Context: an optimization exercise on an open-source flow, tuned for a short achievable clock period and few clock cycles per item. The choices shown serve that exercise and are no tape-out recipe.
In this exercise RTL edits were held to simulation tests only and were not proved equivalent to the original.

==> flow/design.v <==
package cnn_cfg_pkg;
    localparam int IMG_DIM   = 4;      
    localparam int N_MAPS    = 2;      
    localparam int K_DIM     = 3;      
    localparam int K_TAPS    = 9;      
    localparam int N_PIX     = 16;     
    localparam int N_WEIGHTS = 18;     
    localparam int N_CONV    = 32;     
    localparam int N_OUT     = 8;      
    localparam int PIX_W     = 16;     
    localparam int ACC_W     = 32;     
endpackage
package cnn_types_pkg;
    typedef logic signed [16-1:0] pixel_t;    
    typedef logic signed [32-1:0] acc_t;      
    typedef logic [5-1:0] word_idx_t;   
    typedef logic [5-1:0]    conv_idx_t;   
    typedef enum logic [2:0] {
        IDLE,
        LOAD_PIC,
        LOAD_BIAS,
        LOAD_WEIGHT,
        CONV,
        POOL,
        DONE
    } ctrl_state_t;
endpackage
module layer_ctrl (
    input  logic                     clk,
    input  logic                     rst,
    input  logic                     isif_empty_n,
    input  logic                     conv_done,
    input  logic                     pool_done,
    output logic                     isif_read,
    output logic                     load_pic_en,
    output logic                     load_bias_en,
    output logic                     load_weight_en,
    output cnn_types_pkg::word_idx_t word_idx,
    output logic                     conv_start,
    output logic                     pool_start
);
    cnn_types_pkg::ctrl_state_t state;
    cnn_types_pkg::word_idx_t   phase_words;    
    logic        load_phase;
    logic        phase_end;      
    always_comb begin
        case (state)
            cnn_types_pkg::LOAD_PIC:    phase_words = cnn_types_pkg::word_idx_t'(cnn_cfg_pkg::N_PIX);
            cnn_types_pkg::LOAD_BIAS:   phase_words = cnn_types_pkg::word_idx_t'(cnn_cfg_pkg::N_MAPS);
            cnn_types_pkg::LOAD_WEIGHT: phase_words = cnn_types_pkg::word_idx_t'(cnn_cfg_pkg::N_WEIGHTS);
            default:     phase_words = '0;
        endcase
    end
    assign load_phase = (state == cnn_types_pkg::LOAD_PIC) || (state == cnn_types_pkg::LOAD_BIAS) ||
                        (state == cnn_types_pkg::LOAD_WEIGHT);
    assign isif_read  = load_phase && isif_empty_n;    
    assign phase_end  = isif_read && (word_idx == phase_words - 1'b1);
    assign load_pic_en    = isif_read && (state == cnn_types_pkg::LOAD_PIC);
    assign load_bias_en   = isif_read && (state == cnn_types_pkg::LOAD_BIAS);
    assign load_weight_en = isif_read && (state == cnn_types_pkg::LOAD_WEIGHT);
    always_ff @(posedge clk or posedge rst) begin
        if (rst) begin
            state      <= cnn_types_pkg::IDLE;
            word_idx   <= '0;
            conv_start <= 1'b0;
            pool_start <= 1'b0;
        end else begin
            conv_start <= 1'b0;
            pool_start <= 1'b0;
            if (isif_read) begin
                word_idx <= phase_end ? '0 : word_idx + 1'b1;
            end
            case (state)
                cnn_types_pkg::IDLE: begin
                    if (isif_empty_n) begin
                        state <= cnn_types_pkg::LOAD_PIC;
                    end
                end
                cnn_types_pkg::LOAD_PIC: begin
                    if (phase_end) begin
                        state <= cnn_types_pkg::LOAD_BIAS;
                    end
                end
                cnn_types_pkg::LOAD_BIAS: begin
                    if (phase_end) begin
                        state <= cnn_types_pkg::LOAD_WEIGHT;
                    end
                end
                cnn_types_pkg::LOAD_WEIGHT: begin
                    if (phase_end) begin
                        state      <= cnn_types_pkg::CONV;
                        conv_start <= 1'b1;    
                    end
                end
                cnn_types_pkg::CONV: begin
                    if (conv_done) begin
                        state      <= cnn_types_pkg::POOL;
                        pool_start <= 1'b1;
                    end
                end
                cnn_types_pkg::POOL: begin
                    if (pool_done) begin
                        state <= cnn_types_pkg::DONE;    
                    end
                end
                default: state <= cnn_types_pkg::IDLE;
            endcase
        end
    end
endmodule
module param_store (
    input  logic                                    clk,
    input  logic                                    rst,
    input  cnn_types_pkg::pixel_t                   isif_data,
    input  logic                                    load_bias_en,
    input  logic                                    load_weight_en,
    input  cnn_types_pkg::word_idx_t                word_idx,
    input  cnn_types_pkg::word_idx_t                weight_idx,
    input  logic [$clog2(cnn_cfg_pkg::N_MAPS)-1:0]  bias_idx,
    output cnn_types_pkg::pixel_t                   weight,
    output cnn_types_pkg::pixel_t                   bias
);
    cnn_types_pkg::pixel_t bias_mem   [cnn_cfg_pkg::N_MAPS];
    cnn_types_pkg::pixel_t weight_mem [cnn_cfg_pkg::N_WEIGHTS];
    always_ff @(posedge clk) begin
        if (load_bias_en) begin
            bias_mem[word_idx[$clog2(cnn_cfg_pkg::N_MAPS)-1:0]] <= isif_data;
        end
        if (load_weight_en) begin
            weight_mem[word_idx] <= isif_data;    
        end
    end
    always_ff @(posedge clk or posedge rst) begin
        if (rst) begin
            weight <= '0;
            bias   <= '0;
        end else begin
            weight <= weight_mem[weight_idx];
            bias   <= bias_mem[bias_idx];
        end
    end
endmodule
module conv_engine (
    input  logic                                    clk,
    input  logic                                    rst,
    input  cnn_types_pkg::pixel_t                   isif_data,
    input  logic                                    load_pic_en,
    input  cnn_types_pkg::word_idx_t                word_idx,
    input  logic                                    conv_start,
    input  cnn_types_pkg::pixel_t                   weight,
    input  cnn_types_pkg::pixel_t                   bias,
    output cnn_types_pkg::word_idx_t                weight_idx,
    output logic [$clog2(cnn_cfg_pkg::N_MAPS)-1:0]  bias_idx,
    output logic                                    conv_wr,
    output cnn_types_pkg::conv_idx_t                conv_addr,
    output cnn_types_pkg::acc_t                     conv_data,
    output logic                                    conv_done
);
    cnn_types_pkg::pixel_t img [cnn_cfg_pkg::N_PIX];
    logic                       busy;
    logic [$clog2(cnn_cfg_pkg::N_MAPS)-1:0]  map_cnt;
    logic [1:0]                 row_cnt, col_cnt;    
    logic [1:0]                 kx, ky;              
    logic                       tap_first, tap_last, scan_last;
    logic [2:0]                 py, px;              
    logic [2:0]                 iy, ix;
    logic [3:0]                 img_addr;
    logic                       pad;
    logic                       v1, first1, last1, end1;    
    cnn_types_pkg::conv_idx_t                  addr1;
    cnn_types_pkg::pixel_t                     pix_q;
    cnn_types_pkg::acc_t                       acc, prod, sum, biased;     
    always_ff @(posedge clk) begin
        if (load_pic_en) begin
            img[word_idx[$clog2(cnn_cfg_pkg::N_PIX)-1:0]] <= isif_data;    
        end
    end
    assign tap_first = (kx == 2'd0) && (ky == 2'd0);
    assign tap_last  = (kx == 2'(cnn_cfg_pkg::K_DIM - 1)) && (ky == 2'(cnn_cfg_pkg::K_DIM - 1));
    assign scan_last = tap_last && (col_cnt == 2'(cnn_cfg_pkg::IMG_DIM - 1)) &&
                       (row_cnt == 2'(cnn_cfg_pkg::IMG_DIM - 1)) && (map_cnt == 1'(cnn_cfg_pkg::N_MAPS - 1));
    always_ff @(posedge clk or posedge rst) begin
        if (rst) begin
            busy    <= 1'b0;
            map_cnt <= '0;
            row_cnt <= '0;
            col_cnt <= '0;
            kx      <= '0;
            ky      <= '0;
        end else if (conv_start) begin
            busy <= 1'b1;
        end else if (busy) begin
            busy <= !scan_last;    
            kx   <= (kx == 2'(cnn_cfg_pkg::K_DIM - 1)) ? 2'd0 : kx + 2'd1;
            if (kx == 2'(cnn_cfg_pkg::K_DIM - 1)) begin
                ky <= (ky == 2'(cnn_cfg_pkg::K_DIM - 1)) ? 2'd0 : ky + 2'd1;
            end
            if (tap_last) begin
                col_cnt <= col_cnt + 2'd1;
                if (col_cnt == 2'(cnn_cfg_pkg::IMG_DIM - 1)) begin
                    row_cnt <= row_cnt + 2'd1;
                    if (row_cnt == 2'(cnn_cfg_pkg::IMG_DIM - 1)) begin
                        map_cnt <= map_cnt + 1'b1;
                    end
                end
            end
        end
    end
    assign py       = {1'b0, row_cnt} + {1'b0, ky};
    assign px       = {1'b0, col_cnt} + {1'b0, kx};
    assign iy       = py - 3'd1;
    assign ix       = px - 3'd1;
    assign pad      = (py == 3'd0) || (py > 3'(cnn_cfg_pkg::IMG_DIM)) || (px == 3'd0) || (px > 3'(cnn_cfg_pkg::IMG_DIM));
    assign img_addr = {iy[1:0], ix[1:0]};
    assign weight_idx = cnn_types_pkg::word_idx_t'(int'(map_cnt) * cnn_cfg_pkg::K_TAPS + int'(ky) * cnn_cfg_pkg::K_DIM + int'(kx));
    assign bias_idx   = map_cnt;
    always_ff @(posedge clk or posedge rst) begin
        if (rst) begin
            v1     <= 1'b0;
            first1 <= 1'b0;
            last1  <= 1'b0;
            end1   <= 1'b0;
        end else begin
            v1     <= busy;
            first1 <= tap_first;
            last1  <= tap_last;
            end1   <= busy && scan_last;
        end
    end
    always_ff @(posedge clk) begin
        addr1 <= {map_cnt, row_cnt, col_cnt};     
        pix_q <= pad ? cnn_types_pkg::pixel_t'(0) : img[img_addr];
    end
    assign prod   = pix_q * weight;
    assign sum    = (first1 ? cnn_types_pkg::acc_t'(0) : acc) + prod;    
    assign biased = sum + cnn_types_pkg::acc_t'(bias);
    always_ff @(posedge clk) begin
        if (v1) begin
            acc <= sum;
        end
    end
    assign conv_wr   = v1 && last1;
    assign conv_addr = addr1;
    assign conv_data = biased[cnn_cfg_pkg::ACC_W-1] ? cnn_types_pkg::acc_t'(0) : biased;    
    always_ff @(posedge clk or posedge rst) begin
        if (rst) begin
            conv_done <= 1'b0;
        end else begin
            conv_done <= v1 && end1;    
        end
    end
endmodule
module pool_unit (
    input  logic                     clk,
    input  logic                     rst,
    input  logic                     conv_wr,
    input  cnn_types_pkg::conv_idx_t conv_addr,
    input  cnn_types_pkg::acc_t      conv_data,
    input  logic                     pool_start,
    input  logic                     osif_full_n,
    output cnn_types_pkg::acc_t      osif_data,
    output logic                     osif_last,
    output logic                     osif_write,
    output logic                     pool_done
);
    cnn_types_pkg::acc_t conv_buf [cnn_cfg_pkg::N_CONV];
    logic                      busy, stall;
    logic [$clog2(cnn_cfg_pkg::N_OUT)-1:0]  win_cnt;    
    logic [1:0]                q_cnt;      
    cnn_types_pkg::conv_idx_t                 rd_addr;
    logic                      rd_v, rd_first, rd_last, rd_end;
    cnn_types_pkg::acc_t                      rd_data, run_max, win_max, out_data;
    logic                      out_valid, out_last;
    always_ff @(posedge clk) begin
        if (conv_wr) begin
            conv_buf[conv_addr] <= conv_data;
        end
    end
    assign rd_addr = {win_cnt[2], win_cnt[1], q_cnt[1], win_cnt[0], q_cnt[0]};
    assign stall   = out_valid && !osif_full_n;    
    always_ff @(posedge clk or posedge rst) begin
        if (rst) begin
            busy    <= 1'b0;
            win_cnt <= '0;
            q_cnt   <= '0;
        end else if (pool_start) begin
            busy <= 1'b1;
        end else if (busy && !stall) begin
            q_cnt <= q_cnt + 2'd1;
            if (q_cnt == 2'd3) begin
                win_cnt <= win_cnt + 1'b1;
                busy    <= (win_cnt != 3'(cnn_cfg_pkg::N_OUT - 1));
            end
        end
    end
    always_ff @(posedge clk or posedge rst) begin
        if (rst) begin
            rd_v     <= 1'b0;
            rd_first <= 1'b0;
            rd_last  <= 1'b0;
            rd_end   <= 1'b0;
        end else if (!stall) begin
            rd_v     <= busy;
            rd_first <= (q_cnt == 2'd0);
            rd_last  <= (q_cnt == 2'd3);
            rd_end   <= (win_cnt == 3'(cnn_cfg_pkg::N_OUT - 1));
        end
    end
    assign win_max = (rd_first || (rd_data > run_max)) ? rd_data : run_max;
    always_ff @(posedge clk) begin
        if (!stall) begin
            rd_data <= conv_buf[rd_addr];
        end
        if (rd_v && !stall) begin
            run_max <= win_max;
        end
        if (rd_v && rd_last && !stall) begin
            out_data <= win_max;    
        end
    end
    always_ff @(posedge clk or posedge rst) begin
        if (rst) begin
            out_valid <= 1'b0;
            out_last  <= 1'b0;
        end else if (rd_v && rd_last && !stall) begin
            out_valid <= 1'b1;
            out_last  <= rd_end;
        end else if (osif_write) begin
            out_valid <= 1'b0;
            out_last  <= 1'b0;
        end
    end
    assign osif_write = out_valid && osif_full_n;
    assign osif_last  = osif_write && out_last;
    assign osif_data  = out_data;
    assign pool_done  = osif_last;    
endmodule
module cnn_core (
    input  logic                  clk,
    input  logic                  rst,
    input  cnn_types_pkg::pixel_t isif_data,
    input  logic                  isif_empty_n,
    output logic                  isif_read,
    output cnn_types_pkg::acc_t   osif_data,
    output logic                  osif_last,
    input  logic                  osif_full_n,
    output logic                  osif_write
);
    logic                       load_pic_en, load_bias_en, load_weight_en;
    cnn_types_pkg::word_idx_t                  word_idx, weight_idx;
    logic [$clog2(cnn_cfg_pkg::N_MAPS)-1:0]  bias_idx;
    cnn_types_pkg::pixel_t                     weight, bias;
    logic                       conv_start, conv_done, pool_start, pool_done;
    logic                       conv_wr;
    cnn_types_pkg::conv_idx_t                  conv_addr;
    cnn_types_pkg::acc_t                       conv_data;
    layer_ctrl ctrl_i (
        .clk, .rst, .isif_empty_n, .conv_done, .pool_done, .isif_read,
        .load_pic_en, .load_bias_en, .load_weight_en, .word_idx, .conv_start, .pool_start
    );
    param_store param_i (
        .clk, .rst, .isif_data, .load_bias_en, .load_weight_en, .word_idx,
        .weight_idx, .bias_idx, .weight, .bias
    );
    conv_engine conv_i (
        .clk, .rst, .isif_data, .load_pic_en, .word_idx, .conv_start, .weight, .bias,
        .weight_idx, .bias_idx, .conv_wr, .conv_addr, .conv_data, .conv_done
    );
    pool_unit pool_i (
        .clk, .rst, .conv_wr, .conv_addr, .conv_data, .pool_start, .osif_full_n,
        .osif_data, .osif_last, .osif_write, .pool_done
    );
endmodule
==> flow/run.sh <==
#!/bin/bash
# synth_recipe.tcl (not shown) runs the flow's synth.tcl, then flattens the netlist and writes it again
# the make line also repeats each setting of config.mk as NAME=value (left out here)
make -C /OpenROAD-flow-scripts/flow DESIGN_CONFIG=/design/flow/config.mk WORK_HOME=/design/flow/orfs CLKGATE_MAP_FILE= SYNTH_SCRIPT=/design/flow/synth_recipe.tcl finish
==> flow/config.mk <==
export PLATFORM = sky130hd
export DESIGN_NAME = cnn_core
export DESIGN_NICKNAME = cnn_core
export VERILOG_FILES = /design/flow/design.v
export SDC_FILE = /design/flow/constraint.sdc
export NUM_CORES = 4
export LEC_CHECK = 0
export CAP_MARGIN = 20
export CORE_MARGIN = 2
export CORE_UTILIZATION = 40
export SLEW_MARGIN = 20
==> flow/constraint.sdc <==
create_clock -name core_clock -period 11.0 [get_ports {clk}]
set_input_delay 2.2000 -clock core_clock [delete_from_list [all_inputs] [get_ports {clk}]]
set_output_delay 2.2000 -clock core_clock [all_outputs]
set_load 0.01 [all_outputs]
==> impl_metrics.toml, run 1 <==
[detailed_routing]
met3_length_um = 11100
wire_per_inst_um = 25.6
first_iter_violations = 4102
drc = 0
wl_met2_um = 86700
dr.pass1.iters = 6
drt_wl_total_um = 187000
route.vias.total = 39321
antenna_left = 0
routed.top_layer = "met4"
wl_met1_um = 85800
viasPerCell = 5.38

[placement]
portBuffers = 54
preCtsSetupSlack_ps = 1570
place_congestion = 0.803
place_hpwl_um = 112000
placed_cell_area_um2 = 84900
placedCellCount = 6962

[hold_path]
min_path_type = "register to register"
hold_end = "param_i.bias[2]$_DFF_PP0_"
hold_start = "param_i.bias_mem[0][2]$_DFFE_PP_"
hold_depth = 1

[final_layout]
nets = 4997
num-fill-cells = 17055
area_growth_pct = 13.2
fin_cells = 7305
fin_area_um2 = 91000
final_cell_mix = "edfxtp_1, mux4_2, inv_1, fa_1, nand2_1"
final_common_cell = "edfxtp_1"
register_area_um2 = 53100
multi_input_area_um2 = 25700
drive_gt1_frac = 0.219

[critical_path]
cp-startpoint = "param_i.weight[1]$_DFF_PP0_"
r2r_slack_ps = 1520
critPathRequiredTime_ps = 11460
r2r-end = "pool_i.conv_buf[21][0]$_DFFE_PP_"
crit_fanout = 32
r2r-start = "param_i.weight[1]$_DFF_PP0_"
crit_arrival_ps = 9940
worst_setup_path_start_kind = "register"
cp_slowest_cell = "nor2_2"
reg2regPathDepth = 31
crit_top_cell = "fa_1"
path_class = "register to register"
worstSetupEndpointType = "register"
max_stage_delay_ps = 960

[yosys]
yosys_warnings = 4
synthCells = 4306
ys_seq_area_frac = 0.660
synthAdderAreaFrac = 0.103
synth.avg_cell_area_um2 = 18.7
ys_ff_latch = 1785
synth_top_family_by_area = "multiplexers"
synth_xor_area_frac = 0.00903
synth_edf_count = 1695
muxShareOfSynthArea = 0.146
netlist_area_um2 = 80400
async_reset_ff_frac = 0.0387
ys.flop_type = "edfxtp_1"
synth_compound_area_frac = 0.0182
synthSimpleGateAreaFrac = 0.0383
ys_types = 78

[clocking]
postCtsHoldBufs = 0
cts_sinks = 1785
cts-resized-gates = 0
clock_latency_ps = 830
post-cts-setup-buffers = 0
cts-htree-levels = 4
clkTransAtPathRegs_ps = 60
clk_path_buf_depth = 3
cts_root_buf = "clkbuf_16"
numCtsBuffers = 181
cts_tree = "yes"

[floorplan]
io_pins = 55
die-height_um = 452
dieWidth_um = 452
start_util = 0.402
die_area_um2 = 205000
rows = 164
coreArea_um2 = 200000

[sta]
setup_ws_ps = 1520
maxSlewHeadroom = 0.279
finalHoldViolCount = 0
tns_ps = 0
tightest_slew_ps = 1080
finClkSkew_ps = 68.0
setup_viol = 0
clock.fmax_mhz = 106
rsz0062_at_grt = "false"
fin_crit_sh = 0.862
fin_crit_ps = 9480
final_max_slew_viol_count = 0

[grt]
antenna_found_initial = 6
grt_pass1_vias = 40121
grt_pass1_wl_um = 276000
overflow = 0
track_usage = 0.184
grt_max_degree = 147

[run_status]
status = "finished clean"

[job]
drv_cap = 0
## worst max-delay path: cells and delay by family, from the launching register on
kind,cells,cell delay [ps]
adder cells (fa/ha/maj),8,3660
AND/OR/NAND/NOR,6,1740
XOR/XNOR,2,340
AO/OA/AOI/OAI,9,1800
flip-flops,1,730
buffers and inverters,6,710
## cells by family after synthesis
family	after synthesis
AOI/OAI and AO/OA	224
xor gates and xnor gates	79
adders and majority gates	482
buffers and inverters	550
DFF	1785
muxes	574
other	1
and+or+nand+nor	611
## state kept, by name, indices dropped and copies added, names as in the netlist, 3 cells and up
name,count
conv_i.acc,32
pool_i.rd_data,31
param_i.weight,16
pool_i.conv_buf,992
pool_i.out_data,32
conv_i.addr1,5
pool_i.run_max,32
pool_i.win_cnt,3
param_i.bias_mem,32
ctrl_i.state,3
param_i.bias,16
ctrl_i.word_idx,5
param_i.weight_mem,288
conv_i.img,256
conv_i.pix_q,16
## layer usage
metal / GRT usage / vias up
li1: - / 16818
met1: 0.278 / 21097
met2: 0.283 / 1180
met3: 0.0244 / 226
met4: 0.0419 / 0
met5: 0 / -
## layout make-up
class	instances	share of cell area
antenna	4	0.000110
clock buffer	218	0.0518
clock inverter	115	0.0145
inverter	385	0.0159
multi-input combinational	1972	0.282
sequential	1785	0.583
tap	2656	0.0365
timing repair buffer	170	0.0164
## through the flow
stage,util,hold slack [ps]
4_1_cts,0.455,433
3_5_place_dp,0.425,461
5_1_grt,0.456,457
3_3_place_gp,0.424,454
2_1_floorplan,-,413
6_report,0.456,435
## how the worst max path moves through the flow
stage,endpoint,slack [ps],cells after the start
2_1_floorplan,pool_i.conv_buf[0][2]$_DFFE_PP_,2230,31
3_3_place_gp,pool_i.conv_buf[10][3]$_DFFE_PP_,1630,31
3_5_place_dp,pool_i.conv_buf[21][5]$_DFFE_PP_,1570,31
4_1_cts,pool_i.conv_buf[22][5]$_DFFE_PP_,1540,31
5_1_grt,pool_i.conv_buf[0][13]$_DFFE_PP_,920,31
6_report,pool_i.conv_buf[21][0]$_DFFE_PP_,1520,31
## synth_stat cells, types with 20 or more instances
| master | count | area, um2 |
|---|---|---|
| edfxtp_1 | 1695 | 50900 |
| mux4_2 | 470 | 10600 |
| inv_1 | 384 | 1440 |
| fa_1 | 297 | 5950 |
| nand2_1 | 191 | 717 |
| ha_1 | 185 | 2310 |
| and2_1 | 125 | 782 |
| clkbuf_1 | 118 | 443 |
| nor2_1 | 104 | 390 |
| dfrtp_1 | 69 | 1730 |
| a21oi_1 | 67 | 335 |
| nor2b_1 | 61 | 382 |
| mux2_2 | 57 | 642 |
| xnor2_1 | 52 | 455 |
| buf_1 | 40 | 150 |
| o21ai_0 | 32 | 160 |
| mux2_1 | 31 | 349 |
| nor2_2 | 26 | 163 |
| o21ai_1 | 26 | 130 |
| xor2_1 | 25 | 219 |
| a21o_1 | 23 | 173 |
| dfxtp_1 | 21 | 420 |
| nand2b_1 | 20 | 125 |
Testbench counts, summed over its fixed seeds: cycles 46,584, frames 128.
==> run 2: changes to the inputs <==
--- a/flow/config.mk
+++ b/flow/config.mk
@@ -6,6 +6,8 @@
 export NUM_CORES = 4
 export LEC_CHECK = 0
+export ABC_CLOCK_PERIOD_IN_PS = 5000
 export CAP_MARGIN = 20
 export CORE_MARGIN = 2
 export CORE_UTILIZATION = 40
+export SETUP_SLACK_MARGIN = 5
 export SLEW_MARGIN = 20
==> impl_metrics.toml, run 2 <==
[run_status]
status = "finished clean"

[placement]
placedCellCount = 6959
place_hpwl_um = 111000
place_congestion = 0.798
portBuffers = 54
placed_cell_area_um2 = 85100
preCtsSetupSlack_ps = 1910

[final_layout]
drive_gt1_frac = 0.295
top_register = "pool_i.conv_buf"
fin_area_um2 = 95800
num-fill-cells = 16550
largest_reg_flops = 992
utilization = 0.479
register_area_um2 = 53100
fin_cells = 7601
multi_input_area_um2 = 26900
nets = 5293
final_cell_mix = "edfxtp_1, mux4_2, inv_1, fa_1, clkbuf_16"
area_growth_pct = 19.2
final_common_cell = "edfxtp_1"

[detailed_routing]
viasPerCell = 5.42
drt_wl_total_um = 202000
dr.pass1.iters = 5
route.vias.total = 41168
drc = 0
antenna_left = 0
first_iter_violations = 4158
wire_per_inst_um = 26.6

[yosys]
synthAdderAreaFrac = 0.103
netlist_area_um2 = 80400
ys_seq_area_frac = 0.660
ys_ff_latch = 1785
ys.flop_type = "edfxtp_1"
synth.top_cell.area_share = 0.633
muxShareOfSynthArea = 0.146
synth_top_family_by_area = "multiplexers"
synthCells = 4306
yosys_warnings = 4
synthTopCellsByCount = "edfxtp_1, mux4_2, inv_1"
synth_area_leaders = "edfxtp_1, mux4_2, fa_1"
ys_types = 78
synth_compound_area_frac = 0.0182
yosysMostFrequentCell = "edfxtp_1"
synth.avg_cell_area_um2 = 18.7
synth_edf_count = 1695
synth_xor_area_frac = 0.00903
synthSimpleGateAreaFrac = 0.0383
async_reset_ff_frac = 0.0387
synth_top_cell_by_area = "edfxtp_1"

[job]
drv_cap = 0

[clocking]
cts_sinks = 1785
clk_path_buf_depth = 3
clkTransAtPathRegs_ps = 60
numCtsBuffers = 183
clock_latency_ps = 860
cts-htree-levels = 4
cts_tree = "yes"
cts_root_buf = "clkbuf_16"
postCtsHoldBufs = 0

[floorplan]
die_area_um2 = 205000
coreArea_um2 = 200000
start_util = 0.402
rows = 164
io_pins = 55
die-height_um = 452
dieWidth_um = 452

[critical_path]
cp_num_buf_inv = 10
cp.depth = 33
r2r_slack_ps = 2850
cp_slowest_cell = "fa_1"
crit_top_cell = "fa_1"
critPathRequiredTime_ps = 11530
crit_family = "adder cells"
worst_setup_path_start_kind = "register"
max_stage_delay_ps = 550
path_class = "register to register"
reg2regPathDepth = 33
crit_arrival_ps = 8680
worstSetupEndpointType = "register"
crit_fanout = 8

[sta]
tightest_slew_ps = 1290
clock.fmax_mhz = 123
fin_crit_ps = 8150
rsz0062_at_grt = "true"
setup_ws_ps = 2850
finClkSkew_ps = 81.2
finalHoldViolCount = 0
fin_crit_sh = 0.741
maxSlewHeadroom = 0.136
tns_ps = 0
setup_viol = 0
final_max_slew_viol_count = 0

[grt]
antenna_found_initial = 5
grt_pass1_vias = 42603
grt_pass1_wl_um = 295000
grt_max_degree = 150
overflow = 0
track_usage = 0.198

[hold_path]
min_path_type = "register to register"
hold_depth = 1
run 2: through the flow:
step	hold slack (ps)
final	461
after global routing	480
after CTS	466
after detailed placement	462
after global placement	453
after floorplan	413
run 2: per-layer routing:
metal	vias up	wire length, um	GRT usage
met5	-	0	0
met4	0	4270	0.0447
met3	267	14200	0.0333
met2	1443	95100	0.309
met1	21999	88700	0.291
li1	17459	-	-
run 2: timing repair:
item / in CTS / in global routing
pin swaps: 63 / 82
gates cloned: 41 / 26
gates resized for setup: 212 / 120
endpoints found under the hold margin: 0 / 0
setup endpoints to repair: 1004 / 1000
setup buffers: 171 / 63
run 2: area by class of cell:
cell class | instances | area share
sequential | 1785 | 0.555
multi-input combinational | 2007 | 0.281
timing repair buffer | 429 | 0.0535
clock buffer | 220 | 0.0499
tap | 2656 | 0.0347
inverter | 385 | 0.0151
clock inverter | 118 | 0.0114
antenna | 1 | 0.0000261
run 2: final timing paths:
| path | start | endpoint |
|---|---|---|
| worst max-delay path | param_i.weight[3]$_DFF_PP0_ | pool_i.conv_buf[1][9]$_DFFE_PP_ |
| worst min-delay path | ctrl_i.pool_start$_DFF_PP0_ | pool_i.busy$_DFFE_PP0P_ |
| worst max register to register | param_i.weight[3]$_DFF_PP0_ | pool_i.conv_buf[1][9]$_DFFE_PP_ |
| max in group asynchronous | rst | param_i.weight[12]$_DFF_PP0_ |
| min in group asynchronous | rst | pool_i.out_valid$_DFFE_PP0P_ |
| worst min register to register | ctrl_i.pool_start$_DFF_PP0_ | pool_i.busy$_DFFE_PP0P_ |
run 2: kinds of logic (layout without fill, tap and decap cells):
family,count (synthesis),after routing
multiplexers,574,574
buffers and inverters,550,1152
flip-flops,1785,1785
AND/OR/NAND/NOR,611,642
other,1,3
XOR/XNOR,79,79
AO/OA/AOI/OAI,224,228
adder cells (fa/ha/maj),482,482
==> run 3: changes to the inputs <==
==> flow/flow/run.sh (new file) <==
#!/bin/bash
set -euo pipefail
MARGIN=6.5
sed -E "s/'?SETUP_SLACK_MARGIN=[0-9.]+'?/SETUP_SLACK_MARGIN=${MARGIN}/" standard.sh > standard_margin.sh
grep -q "SETUP_SLACK_MARGIN=${MARGIN}" standard_margin.sh
bash standard_margin.sh > standard_margin.log 2>&1
==> flow/standard.sh (new file) <==
#!/bin/bash
# synth_recipe.tcl (not shown) runs the flow's synth.tcl, then flattens the netlist and writes it again
# the make line also repeats each setting of config.mk as NAME=value (left out here)
make -C /OpenROAD-flow-scripts/flow DESIGN_CONFIG=/design/flow/config.mk WORK_HOME=/design/flow/orfs CLKGATE_MAP_FILE= SYNTH_SCRIPT=/design/flow/synth_recipe.tcl "${@:-finish}"
--- a/flow/config.mk
+++ b/flow/config.mk
@@ -6,5 +6,5 @@
 export NUM_CORES = 4
 export LEC_CHECK = 0
-export ABC_CLOCK_PERIOD_IN_PS = 5000
+export ABC_CLOCK_PERIOD_IN_PS = 4000
 export CAP_MARGIN = 20
 export CORE_MARGIN = 2
@@ -12,2 +12,3 @@
 export SETUP_SLACK_MARGIN = 5
 export SLEW_MARGIN = 20
+export TNS_END_PERCENT = 20
removed: flow/run.sh
==> impl_metrics.toml, run 3 <==
[detailed_routing]
wl_met1_um = 88800
wire_per_inst_um = 26.9
first_iter_violations = 4483
drt_wl_total_um = 201000
route.vias.total = 41022
dr.pass1.iters = 7
viasPerCell = 5.49
drc = 0
met3_length_um = 13900
routed.top_layer = "met4"
antenna_left = 0
wl_met2_um = 93600

[clocking]
cts_root_buf = "clkbuf_16"
clock_latency_ps = 840
numCtsBuffers = 183
cts-htree-levels = 4
postCtsHoldBufs = 0
clkTransAtPathRegs_ps = 60
clk_path_buf_depth = 3
cts_sinks = 1785
cts_tree = "yes"

[final_layout]
utilization = 0.469
multi_input_area_um2 = 26600
nets = 5158
fin_area_um2 = 93700
top_register = "pool_i.conv_buf"
num-fill-cells = 16731
register_area_um2 = 53100
fin_cells = 7469
largest_reg_flops = 992
area_growth_pct = 16.5
final_cell_mix = "edfxtp_1, mux4_2, inv_1, fa_1, nand2_1"
final_common_cell = "edfxtp_1"
drive_gt1_frac = 0.264

[yosys]
synthTopCellsByCount = "edfxtp_1, mux4_2, inv_1"
synth.top_cell.area_share = 0.633
ys_ff_latch = 1785
yosys_warnings = 4
ys_seq_area_frac = 0.660
async_reset_ff_frac = 0.0387
yosysMostFrequentCell = "edfxtp_1"
synth_edf_count = 1695
synth_top_cell_by_area = "edfxtp_1"
netlist_area_um2 = 80400
synth.avg_cell_area_um2 = 18.7
ys.flop_type = "edfxtp_1"
ys_types = 78
synthCells = 4306
synth_area_leaders = "edfxtp_1, mux4_2, fa_1"

[sta]
fin_crit_ps = 8150
setup_viol = 0
tns_ps = 0
tightest_slew_ps = 1150
fin_crit_sh = 0.741
rsz0062_at_grt = "true"
finalHoldViolCount = 0
hold_ws_ps = 465
setup_ws_ps = 2850
clock.fmax_mhz = 123
final_max_slew_viol_count = 0
maxSlewHeadroom = 0.230
finClkSkew_ps = 55.2

[placement]
preCtsSetupSlack_ps = 1780
placed_cell_area_um2 = 85000
portBuffers = 54
place_congestion = 0.808
place_hpwl_um = 112000
placedCellCount = 6959

[floorplan]
dieWidth_um = 452
die-height_um = 452
coreArea_um2 = 200000
die_area_um2 = 205000
rows = 164
start_util = 0.402
io_pins = 55

[grt]
track_usage = 0.197
antenna_found_initial = 5
grt_pass1_wl_um = 294000
grt_pass1_vias = 42263
grt_max_degree = 114
overflow = 0

[critical_path]
worstSetupEndpointType = "register"
cp_slowest_cell = "fa_1"
crit_top_cell = "fa_1"
critPathRequiredTime_ps = 11560
path_class = "register to register"
worst_setup_path_start_kind = "register"
max_stage_delay_ps = 550
crit_arrival_ps = 8710
crit_fanout = 8

[run_status]
status = "finished clean"

[hold_path]
min_path_type = "register to register"

[job]
drv_cap = 0
run 3: per-layer routing:
metal / global-route usage / vias up
li1: - / 17192
met1: 0.292 / 22019
met2: 0.307 / 1550
met3: 0.0299 / 261
met4: 0.0478 / 0
met5: 0 / -
run 3: worst max-delay path, delay by kind of cell, from the launching register on:
| kind | cells | cell delay [ps] |
|---|---|---|
| XOR/XNOR | 2 | 370 |
| adder cells (fa/ha/maj) | 8 | 3180 |
| flip-flops | 1 | 500 |
| buffers and inverters | 8 | 990 |
| AO/OA/AOI/OAI | 10 | 1750 |
| AND/OR/NAND/NOR | 5 | 1090 |
run 3: worst paths after layout:
kind | from | end | slack, ps | cells after the start
max in group asynchronous | rst | param_i.weight[11]$_DFF_PP0_ | 7990 | 3
worst max register to register | param_i.weight[1]$_DFF_PP0_ | pool_i.conv_buf[19][8]$_DFFE_PP_ | 2850 | 33
min in group asynchronous | rst | pool_i.q_cnt[0]$_DFFE_PP0P_ | 1590 | 2
worst min-delay path | conv_i.col_cnt[1]$_DFFE_PP0P_ | conv_i.addr1[1]$_DFF_P_ | 460 | 0
worst max-delay path | param_i.weight[1]$_DFF_PP0_ | pool_i.conv_buf[19][8]$_DFFE_PP_ | 2850 | 33
worst min register to register | conv_i.col_cnt[1]$_DFFE_PP0P_ | conv_i.addr1[1]$_DFF_P_ | 460 | 0
run 3: kinds of logic after synthesis:
| family | Yosys count | synth area share |
|---|---|---|
| DFF | 1785 | 0.660 |
| and+or+nand+nor | 611 | 0.0383 |
| muxes | 574 | 0.146 |
| buffers and inverters | 550 | 0.0260 |
| adders and majority gates | 482 | 0.103 |
| AOI/OAI and AO/OA | 224 | 0.0182 |
| xor gates and xnor gates | 79 | 0.00903 |
| other | 1 | 0.0000466 |
run 3: timing repair:
action,in CTS,in global routing
setup buffers,106,16
pin swaps,62,27
setup endpoints to repair,1019,1023
endpoints found under the hold margin,0,0
cloned,39,3
resized for setup,159,42
run 3: area by class of cell:
cell class | instances | share of cell area
repair buffers | 297 | 0.0333
well taps | 2656 | 0.0355
inverters | 385 | 0.0154
clock buffers | 218 | 0.0503
flip-flops and latches | 1785 | 0.567
clock inverters | 123 | 0.0144
diodes | 1 | 0.0000267
multi-input cells | 2004 | 0.284

==> what the ideal ports hide <==
In the flow no input, the clock included, has a driving cell. The finished layouts below were timed again as built, in two steps.
Step 1 assumes that a clkbuf_16 drives the clock port and a buf_2 every other input.
Step 2, shift: input delay + t, output delay - t, t = (earliest + latest rising clock arrival at the registers) / 2. This alone moves slack from input paths to output paths.
Three values: ideal, step 1, step 2; two values: the first two.
run | t, ns | slack for setup (ns) | worst hold slack (ns) | worst data-port slew with drivers (ns)
run 1 | 0.878 | 1.522 / 1.522 / 1.522 | 0.435 / 0.435 / 0.435 | 0.03
run 2 | 0.892 | 2.852 / 2.852 / 2.852 | 0.461 / 0.461 / 0.461 | 0.03
run 3 | 0.893 | 2.850 / 2.850 / 2.850 | 0.465 / 0.465 / 0.465 | 0.04
After both steps every run listed still meets setup and hold.
